This is an optimization exercise on Yosys and OpenROAD, whose aim is small area, a short achievable clock period and few clock cycles per item, not a production implementation. Function was checked by simulation only, so behaviour that the tests miss may differ from the original.

==> flow/design.v (outline; a module is shown in full before it is edited, if it fits) <==
// module asl_cordic: 349 lines
// module asl_slew_mul: 1828 lines
// module angle_slew_limiter_unit: 1457 lines
module angle_slew_limiter_unit
(
    input  logic                                   clk,
    input  logic                                   rst_n,
    input  logic                                   cfg_valid,
    output logic                                   cfg_ready,
    input  logic [asl_pkg::RATE_W-1:0]             cfg_max_rate,
    input  logic                                   frame_valid,
    output logic                                   frame_ready,
    input  logic signed [asl_pkg::VEC_WIDTH-1:0]   frame_tgt_x,
    input  logic signed [asl_pkg::VEC_WIDTH-1:0]   frame_tgt_y,
    input  logic signed [asl_pkg::VEC_WIDTH-1:0]   frame_src_x,
    input  logic signed [asl_pkg::VEC_WIDTH-1:0]   frame_src_y,
    input  logic [asl_pkg::STAMP_W-1:0]            frame_stamp_us,
    output logic                                   result_valid,
    input  logic                                   result_ready,
    output logic signed [asl_pkg::OUT_ANGLE_W-1:0] result_angle,
    output logic                                   result_was_limited,
    output logic                                   result_was_held
);
  // ...
==> flow/run.sh <==
#!/bin/bash
# synth_recipe.tcl (not shown) runs the flow's synth.tcl, then flattens the netlist and writes it again
# the make line also repeats each setting of config.mk as NAME=value (left out here)
make -C /OpenROAD-flow-scripts/flow DESIGN_CONFIG=/design/flow/config.mk WORK_HOME=/design/flow/orfs CLKGATE_MAP_FILE= SYNTH_SCRIPT=/design/flow/synth_recipe.tcl finish
==> flow/config.mk <==
export PLATFORM = sky130hd
export DESIGN_NAME = angle_slew_limiter_unit
export DESIGN_NICKNAME = angle_slew_limiter_unit
export VERILOG_FILES = /design/flow/design.v
export SDC_FILE = /design/flow/constraint.sdc
export NUM_CORES = 4
export LEC_CHECK = 0
export ABC_AREA = 1
export ABC_CLOCK_PERIOD_IN_PS = 4000
export CAP_MARGIN = 20
export CORE_MARGIN = 2
export CORE_UTILIZATION = 45
export SETUP_SLACK_MARGIN = 3.3
export SLEW_MARGIN = 20
==> flow/constraint.sdc <==
create_clock -name core_clock -period 7.5 [get_ports {clk}]
set_input_delay 1.5000 -clock core_clock [delete_from_list [all_inputs] [get_ports {clk}]]
set_output_delay 1.5000 -clock core_clock [all_outputs]
set_load 0.01 [all_outputs]
==> impl_metrics.py, run 1 <==
metrics = {
    "run_status": {
        "run_status": "no timing/DRC/antenna violations",
    },
    "timing": {
        "hold-worst-slack_ps": 270,
        "rsz0062_at_grt": "yes",
        "finalHoldViolCount": 0,
        "setup_violations": 0,
    },
    "clock_network": {
        "clk_pin_slew_ps": 70,
        "root_buffer": "clkbuf_16",
    },
    "logic_synthesis": {
        "yosysTopAreaCell": "dfxtp_1",
        "synth_cells": 11600,
        "synth_adder_area_share_pct": 20.1,
        "syn_area_sq_mm": 0.105,
    },
    "global_route": {
        "met2_usage_pct": 36.4,
    },
    "critical_path": {
        "cp_max_fo": 17,
        "critPathCaptureType": "flop",
        "cp-endpoint": "out_q[16]",
        "timing.rr.end": "out_q[16]",
    },
    "layout": {
        "final_nets": 13400,
        "top_register": "mem",
        "mostFrequentLayoutCells": "1686 x nand2_1, 1478 x inv_1, 1332 x dfxtp_1",
        "clock_cell_area_share_pct": 5.65,
        "syn_to_final_growth_pct": 13.9,
    },
    "min_path": {
        "holdPathEnd": "lim_p[4][10]",
        "hp-class": "reg2reg",
    },
    "job": {
        "cap_violations": 0,
    },
    "place": {
        "post-place-ws_ps": 1710,
        "post_dp_cell_area_sq_mm": 0.110,
    },
    "routing": {
        "met2_length_um": 122000,
        "wl_um": 260000,
    },
}
Testbench counts, summed over its fixed seeds: cycles 2,592, items 2,048.
==> inputs of run 2 (changes only) <==
--- a/flow/design.v
+++ b/flow/design.v
@@ -3552,18 +3552,20 @@
     always_ff @(posedge clk)
     begin
         zt_ah <= zt_a[31:16];
         zt_bh <= zt_b[31:16];
         zt_cq <= zt_c;
         zs_ah <= zs_a[31:16];
         zs_bh <= zs_b[31:16];
         zs_cq <= zs_c;
-        des   <= (zt_ah + zt_bh + 16'(zt_cq)) - (zs_ah + zs_bh + 16'(zs_cq));
+        des   <= des_c;
     end
+    logic [15:0] des_c;
+    assign des_c = (zt_ah + zt_bh + 16'(zt_cq)) - (zs_ah + zs_bh + 16'(zs_cq));
     assign bt = '0;
     assign bs = '0;
     logic [15:0] cur_q;
     logic [15:0] lim16, new_angle, cur_p, cur_m;
     logic [17:0] ss, xs;
     logic [18:0] ys;
     logic [1:0]  kk;
     logic over_pos, over_neg, held_s, nolim_s, limd;
--- a/flow/config.mk
+++ b/flow/config.mk
@@ -5,10 +5,10 @@
 export SDC_FILE = /design/flow/constraint.sdc
 export NUM_CORES = 4
 export LEC_CHECK = 0
 export ABC_AREA = 1
 export ABC_CLOCK_PERIOD_IN_PS = 4000
 export CAP_MARGIN = 20
 export CORE_MARGIN = 2
 export CORE_UTILIZATION = 45
-export SETUP_SLACK_MARGIN = 3.3
+export SETUP_SLACK_MARGIN = 3.6
 export SLEW_MARGIN = 20
==> impl_metrics.py, run 2 <==
metrics = {
    "routing": {
        "routedWlPerCell_um": 17.0,
        "dr.pass1.iters": 6,
        "drc": 0,
        "vias": 78500,
        "final_antenna_net_count": 0,
        "routed_via_density": 5.11,
        "drt_iter0_markers": 4609,
        "wl_um": 262000,
    },
    "logic_synthesis": {
        "ys_seq_area_share_pct": 37.4,
        "synth_cells": 11600,
        "syn_area_sq_mm": 0.105,
        "synth_top_cells_by_count": "1804 x nand2_1, 1487 x inv_1, 1368 x dfxtp_1",
        "yosys_warnings": 6,
        "synth_seq_cells": 1789,
        "synth_area_leaders": "dfxtp_1 26%, fa_1 10%, xor2_1 9.8%",
        "netlist.area_leader.share_pct": 26.0,
        "yosysTopAreaCell": "dfxtp_1",
        "synth_ff_type": "dfxtp_1",
        "avgSynthCellArea_sq_um": 9.07,
        "synthDistinctLibCells": 81,
        "yosysMostFrequentCell": "nand2_1",
        "synth_edf_count": 306,
        "synthArstFlopShare_pct": 6.43,
    },
    "place": {
        "hpwl_um": 191000,
        "post-place-ws_ps": 1790,
        "routabilityCongestion": 0.919,
        "port_buffers": 152,
        "post_dp_cell_area_sq_mm": 0.110,
    },
    "layout": {
        "final_nets": 13600,
        "fillCellCount": 20800,
        "mostFrequentLayoutCells": "1699 x nand2_1, 1430 x inv_1, 1307 x dfxtp_1",
        "top_register": "mem",
        "fin_area_sq_mm": 0.123,
        "drive_gt1_share_pct": 11.4,
        "final_common_cell": "nand2_1",
        "syn_to_final_growth_pct": 17.1,
        "reg.largest.list": "mem x288, lim_p x195",
        "largest_reg_flops": 288,
        "multi_input_area_sq_mm": 0.0623,
        "ff_latch_area_sq_mm": 0.0396,
    },
    "min_path": {
        "holdPathEnd": "lim_p[12][7]",
        "hold_depth": 0,
        "hp-class": "reg2reg",
        "min_from": "lim_p[11][7]",
    },
    "job": {
        "cap_violations": 0,
    },
    "floorplanning": {
        "ioPinCount": 154,
        "dieArea_sq_mm": 0.238,
        "die_y_um": 488,
        "rows": 177,
        "die_w_um": 488,
        "initial_utilization_pct": 45.3,
        "core_sq_mm": 0.233,
    },
    "critical_path": {
        "required_ps": 8250,
        "r2r_setup_slack_ps": 3310,
        "critPathMostFrequentCell": "nand2_1",
        "cp.arrival_ps": 4940,
        "cpMaxStageDelayCell": "dfrtp_2",
        "cp-start-kind": "flop",
        "cp_max_fo": 8,
        "timing.rr.end": "mem[14][9]",
        "max_stage_delay_ps": 400,
        "critical_path_class": "reg2reg",
        "ff2ff_path_depth": 23,
        "crit_chain": "inv_2 > buf_4 > fa_1 > ha_1 > a21oi_2 > o21ai_0 > a21oi_1 > nand2_1 > nand2_2 > nand2_1 > nor2_1 > nor2_2 > ha_1 > nand2_2 > nand3b_4 > buf_4 > buf_6 > nand2_4 > o21ai_1 > nand2_1 > nand3_2 > a21boi_4 > clkbuf_16",
        "r2r_start": "cur_q[10]",
        "critPathCaptureType": "flop",
    },
    "timing": {
        "fin_tns_setup_ps": 0,
        "fin_crit_ps": 4190,
        "slew_viol_final": 0,
        "fmax_mhz": 238,
        "worst_pin_slew_ps": 1130,
        "finalCritPeriodShare_pct": 55.9,
        "skew_ps": 40.5,
        "setup_violations": 0,
        "worst_slack_ps": 3310,
        "finalHoldViolCount": 0,
        "relSlewSlack_pct": 24.3,
        "rsz0062_at_grt": "yes",
        "hold-worst-slack_ps": 285,
    },
    "global_route": {
        "grt_pass1_vias": 79500,
        "grt_max_degree": 96,
        "antenna_found_initial": 7,
        "grt_pass1_wl_um": 416000,
        "grt_usage_pct": 21.6,
        "overflow": 0,
    },
    "run_status": {
        "run_status": "no timing/DRC/antenna violations",
    },
    "clock_network": {
        "cts_sinks": 1789,
        "root_buffer": "clkbuf_16",
        "clkLatencyLatePin_ps": 870,
        "cts_htree_levels": 4,
        "cts_tree": "done",
        "cts_hold_buffers": 0,
        "clockBufferDepth": 3,
        "cts-buffers-inserted": 192,
        "clk_pin_slew_ps": 60,
    },
}
==> run 2: critical path: cells and delay by family (launching register included) <==
kind | cells | cell delay [ps]
and+or+nand+nor | 10 | 1110
adders and majority gates | 3 | 1040
AOI/OAI and AO/OA | 5 | 850
buffers and inverters | 5 | 660
DFF | 1 | 400
==> run 2: timing repair <==
| item | 4_1_cts | 5_1_grt |
|---|---|---|
| buffers inserted | 163 | 112 |
| gates resized for setup | 475 | 385 |
| endpoints found under the setup margin | 508 | 476 |
| pin swaps | 166 | 219 |
| cloned | 18 | 9 |
==> run 2: layer usage <==
metal	part of all wire [%]	GRT usage, %
met3	5.0	3.29
met4	3.8	8.05
met2	47	36.7
met1	44	27.5
met5	0	0
==> run 2: worst max-delay path by stage <==
| stage | from | end | cells after the start | slack (ps) |
|---|---|---|---|---|
| after floorplan | cur_q[9] | mem[0][12] | 22 | 3600 |
| after detailed placement | cur_q[11] | mem[14][2] | 21 | 1790 |
| after global routing | cur_q[10] | mem[15][9] | 23 | 3100 |
| final | cur_q[10] | mem[14][9] | 23 | 3310 |
| after CTS | cur_q[11] | out_q[3] | 27 | 3480 |
| after global placement | cur_q[9] | out_q[8] | 24 | 1820 |
==> run 2: cell type report <==
class	instances	share of cell area, %
flip-flops and latches	1789	32.1
clock buffers	250	4.27
clock inverters	103	1.23
multi-input cells	8051	50.5
repair buffers	492	3.94
well taps	3132	3.18
inverters	1532	4.74
repair inverters	1	0.00609
diodes	2	0.00406
==> run 2: cells by family (layout without fill, tap and decap cells) <==
group / after synthesis / count (layout) / synth area share (%)
muxes: 1 / 1 / 0.00950
xor gates and xnor gates: 1511 / 1511 / 12.7
and+or+nand+nor: 3376 / 3390 / 13.7
adders and majority gates: 1361 / 1361 / 20.1
DFF: 1789 / 1789 / 37.4
AOI/OAI and AO/OA: 1785 / 1785 / 9.69
buffers and inverters: 1788 / 2378 / 6.43
other: 2 / 5 / 0.00713
==> run 2: through the flow <==
step | std cells | utilization [%]
floorplan | 11600 | -
global placement | 14700 | 47.4
detailed placement | 14700 | 47.4
CTS | 15200 | 51.8
global route | 15400 | 53.0
finish | 15400 | 53.0
Testbench counts of run 2, summed over its fixed seeds: cycles 2,592, items 2,048.
==> inputs of run 3 (changes only) <==
--- a/flow/config.mk
+++ b/flow/config.mk
@@ -8,3 +8,3 @@
 export ABC_AREA = 1
-export ABC_CLOCK_PERIOD_IN_PS = 4000
+export ABC_CLOCK_PERIOD_IN_PS = 4500
 export CAP_MARGIN = 20
@@ -12,3 +12,3 @@
 export CORE_UTILIZATION = 45
-export SETUP_SLACK_MARGIN = 3.6
+export SETUP_SLACK_MARGIN = 3.3
 export SLEW_MARGIN = 20
==> impl_metrics.py, run 3 <==
metrics = {
    "logic_synthesis": {
        "synthMuxAreaShare_pct": 0.00950,
        "synthArstFlopShare_pct": 6.43,
        "synth_top_family_by_area": "adder cells",
        "yosysMostFrequentCell": "nand2_1",
        "synth-simple-area-share_pct": 13.7,
        "netlist.area_leader.share_pct": 26.0,
        "synth_xor_area_share_pct": 12.7,
        "yosysTopAreaCell": "dfxtp_1",
        "synth_area_leaders": "dfxtp_1 26%, fa_1 10%, xor2_1 9.8%",
        "synth_top_cells_by_count": "1804 x nand2_1, 1487 x inv_1, 1368 x dfxtp_1",
        "syn_area_sq_mm": 0.105,
        "yosys_warnings": 6,
        "synth_adder_area_share_pct": 20.1,
        "synth_edf_count": 306,
        "synthDistinctLibCells": 81,
        "synth_cells": 11600,
        "avgSynthCellArea_sq_um": 9.07,
        "synth_compound_area_share_pct": 9.69,
        "ys_seq_area_share_pct": 37.4,
        "synth_seq_cells": 1789,
        "synth_ff_type": "dfxtp_1",
    },
    "layout": {
        "mostFrequentLayoutCells": "1747 x nand2_1, 1445 x inv_1, 1329 x dfxtp_1",
        "syn_to_final_growth_pct": 14.8,
        "largest_reg_flops": 288,
        "final_common_cell": "nand2_1",
        "top_register": "mem",
        "reg.largest.list": "mem x288, lim_p x195",
        "drive_gt1_share_pct": 8.86,
        "multi_input_area_sq_mm": 0.0608,
        "ff_latch_area_sq_mm": 0.0396,
        "fillCellCount": 21300,
        "final_nets": 13400,
        "fin_cells": 15300,
        "fin_util_pct": 52.0,
    },
    "job": {
        "cap_violations": 0,
    },
    "floorplanning": {
        "die_y_um": 488,
        "core_sq_mm": 0.233,
        "rows": 177,
        "dieArea_sq_mm": 0.238,
        "initial_utilization_pct": 45.3,
        "ioPinCount": 154,
        "die_w_um": 488,
    },
    "place": {
        "routabilityCongestion": 0.918,
        "port_buffers": 152,
        "dpl.cell_count": 14700,
        "hpwl_um": 192000,
    },
    "critical_path": {
        "crit_start": "cur_q[2]",
        "cp-start-kind": "flop",
        "cp_max_fo": 16,
        "cp.arrival_ps": 4730,
        "timing.rr.end": "mem[11][5]",
        "r2r_setup_slack_ps": 3330,
        "ff2ff_path_depth": 24,
        "critPathCaptureType": "flop",
        "r2r_start": "cur_q[2]",
        "required_ps": 8060,
        "critical_path_class": "reg2reg",
    },
    "timing": {
        "relSlewSlack_pct": 23.9,
        "rsz0062_at_grt": "yes",
        "hold-worst-slack_ps": 274,
        "finalCritPeriodShare_pct": 55.6,
        "worst_pin_slew_ps": 1130,
        "skew_ps": 58.6,
        "setup_violations": 0,
        "finalHoldViolCount": 0,
        "fin_tns_setup_ps": 0,
        "fin_crit_ps": 4170,
        "slew_viol_final": 0,
        "fmax_mhz": 240,
    },
    "routing": {
        "wl_um": 257000,
        "final_antenna_net_count": 0,
        "routed_via_density": 5.08,
        "drt_iter0_markers": 4990,
        "dr.pass1.iters": 6,
        "drc": 0,
        "vias": 77600,
        "routedWlPerCell_um": 16.9,
    },
    "clock_network": {
        "cts_hold_buffers": 0,
        "root_buffer": "clkbuf_16",
        "cts_tree": "done",
        "cts-buffers-inserted": 193,
        "cts_sinks": 1789,
        "clkLatencyLatePin_ps": 860,
        "clk_pin_slew_ps": 70,
        "cts_htree_levels": 4,
        "clockBufferDepth": 3,
    },
    "min_path": {
        "hold_depth": 0,
        "hp-class": "reg2reg",
        "holdPathEnd": "lim_p[15][2]",
        "min_from": "lim_p[14][2]",
    },
    "run_status": {
        "run_status": "no timing/DRC/antenna violations",
    },
    "global_route": {
        "overflow": 0,
        "grt_pass1_wl_um": 413000,
        "grt_pass1_vias": 79000,
        "grt_max_degree": 90,
        "antenna_found_initial": 5,
        "grt_usage_pct": 21.3,
    },
}
==> run 3: worst max-delay path, stage by stage, from the launching register on <==
cell	delay, ps
dfrtp_2	450
inv_2	100
fa_1	470
ha_4	300
nand3_2	60
o21ai_2	170
nand2_1	70
o211ai_1	180
nand2_1	160
nand2_2	120
nand2_4	70
a21oi_4	190
nor2_4	60
ha_4	260
nand2_2	40
nand3b_4	220
clkbuf_16	210
nand2_8	110
buf_12	110
nand2_4	40
o21ai_2	50
nand2_1	90
nand3_2	110
a21boi_4	90
buf_12	160
==> run 3: worst max-delay path by stage <==
stage                             end  cells after the start  slack (ps)
finish                     mem[11][5]                     24        3330
global placement           mem[11][9]                     21        1490
detailed placement         mem[13][6]                     21        1380
floorplan                  mem[0][12]                     20        3330
global route        u_cor_t.rx_11[15]                     25        3090
CTS                     u_mul.pp_r479                     16        3300
==> run 3: layer usage <==
layer	GRT usage [%]	wire length [um]
met2	36.2	122000
met3	2.58	11800
met1	28.6	117000
met4	5.91	6700
met5	0	0
==> run 3: through the flow <==
step	area, sq um	setup WS (ps)
2_1_floorplan	105000	3330
3_3_place_gp	110000	1490
3_5_place_dp	110000	1380
4_1_cts	119000	3300
5_1_grt	121000	3090
6_report	121000	3330
==> run 3: cells by family after synthesis <==
| family | count (synthesis) |
|---|---|
| compound gates | 1785 |
| fa+ha+maj | 1361 |
| flops | 1789 |
| simple gates | 3376 |
| other cells | 2 |
| mux | 1 |
| buf+inv | 1788 |
| xor+xnor | 1511 |
==> run 3: final cells by class <==
cell class / count / share of cell area, %
diodes: 2 / 0.00414
clock buffers: 262 / 4.60
clock inverters: 105 / 1.25
inverters: 1532 / 4.82
multi-input cells: 8046 / 50.3
flip-flops and latches: 1789 / 32.7
well taps: 3132 / 3.24
repair buffers: 390 / 3.07
repair inverters: 1 / 0.00414
==> run 3: what timing repair did <==
item                                    in CTS  in global routing
cloned                                       6                  6
pin swaps                                   31                120
gates resized for setup                    177                285
hold endpoints to repair                     0                  0
buffers inserted                            72                109
endpoints found under the setup margin     428                429

## afterwards: timing with drivers on the ports
The flow's constraints put no driver on any port. The routed layouts listed below were extracted and timed again, unchanged, in two steps.
Step 1: set_driving_cell puts a clkbuf_16 on clk and a buf_2 on each other input, an assumption about the parent block.
Step 2 times the ports against the registers' clock, not the clock port: input delays grow and output delays shrink by t, the midpoint of the rising clock arrivals with the driver on.
a / b / c = ideal ports / drivers / drivers and shift; a / b = the first two.
run | shift t [ns] | slack for setup (ns) | hold slack, ns
run 1 | 0.939 | 3.312 / 3.312 / 2.820 | 0.270 / 0.270 / 0.270
run 2 | 0.949 | 3.307 / 3.307 / 2.870 | 0.285 / 0.285 / 0.285
run 3 | 0.921 | 3.331 / 3.331 / 2.938 | 0.274 / 0.274 / 0.274
After both steps every run listed still meets setup and hold. For run 1, which loses most, drivers alone change the setup slack by 0.000 ns; drivers and shift together by -0.492 ns.
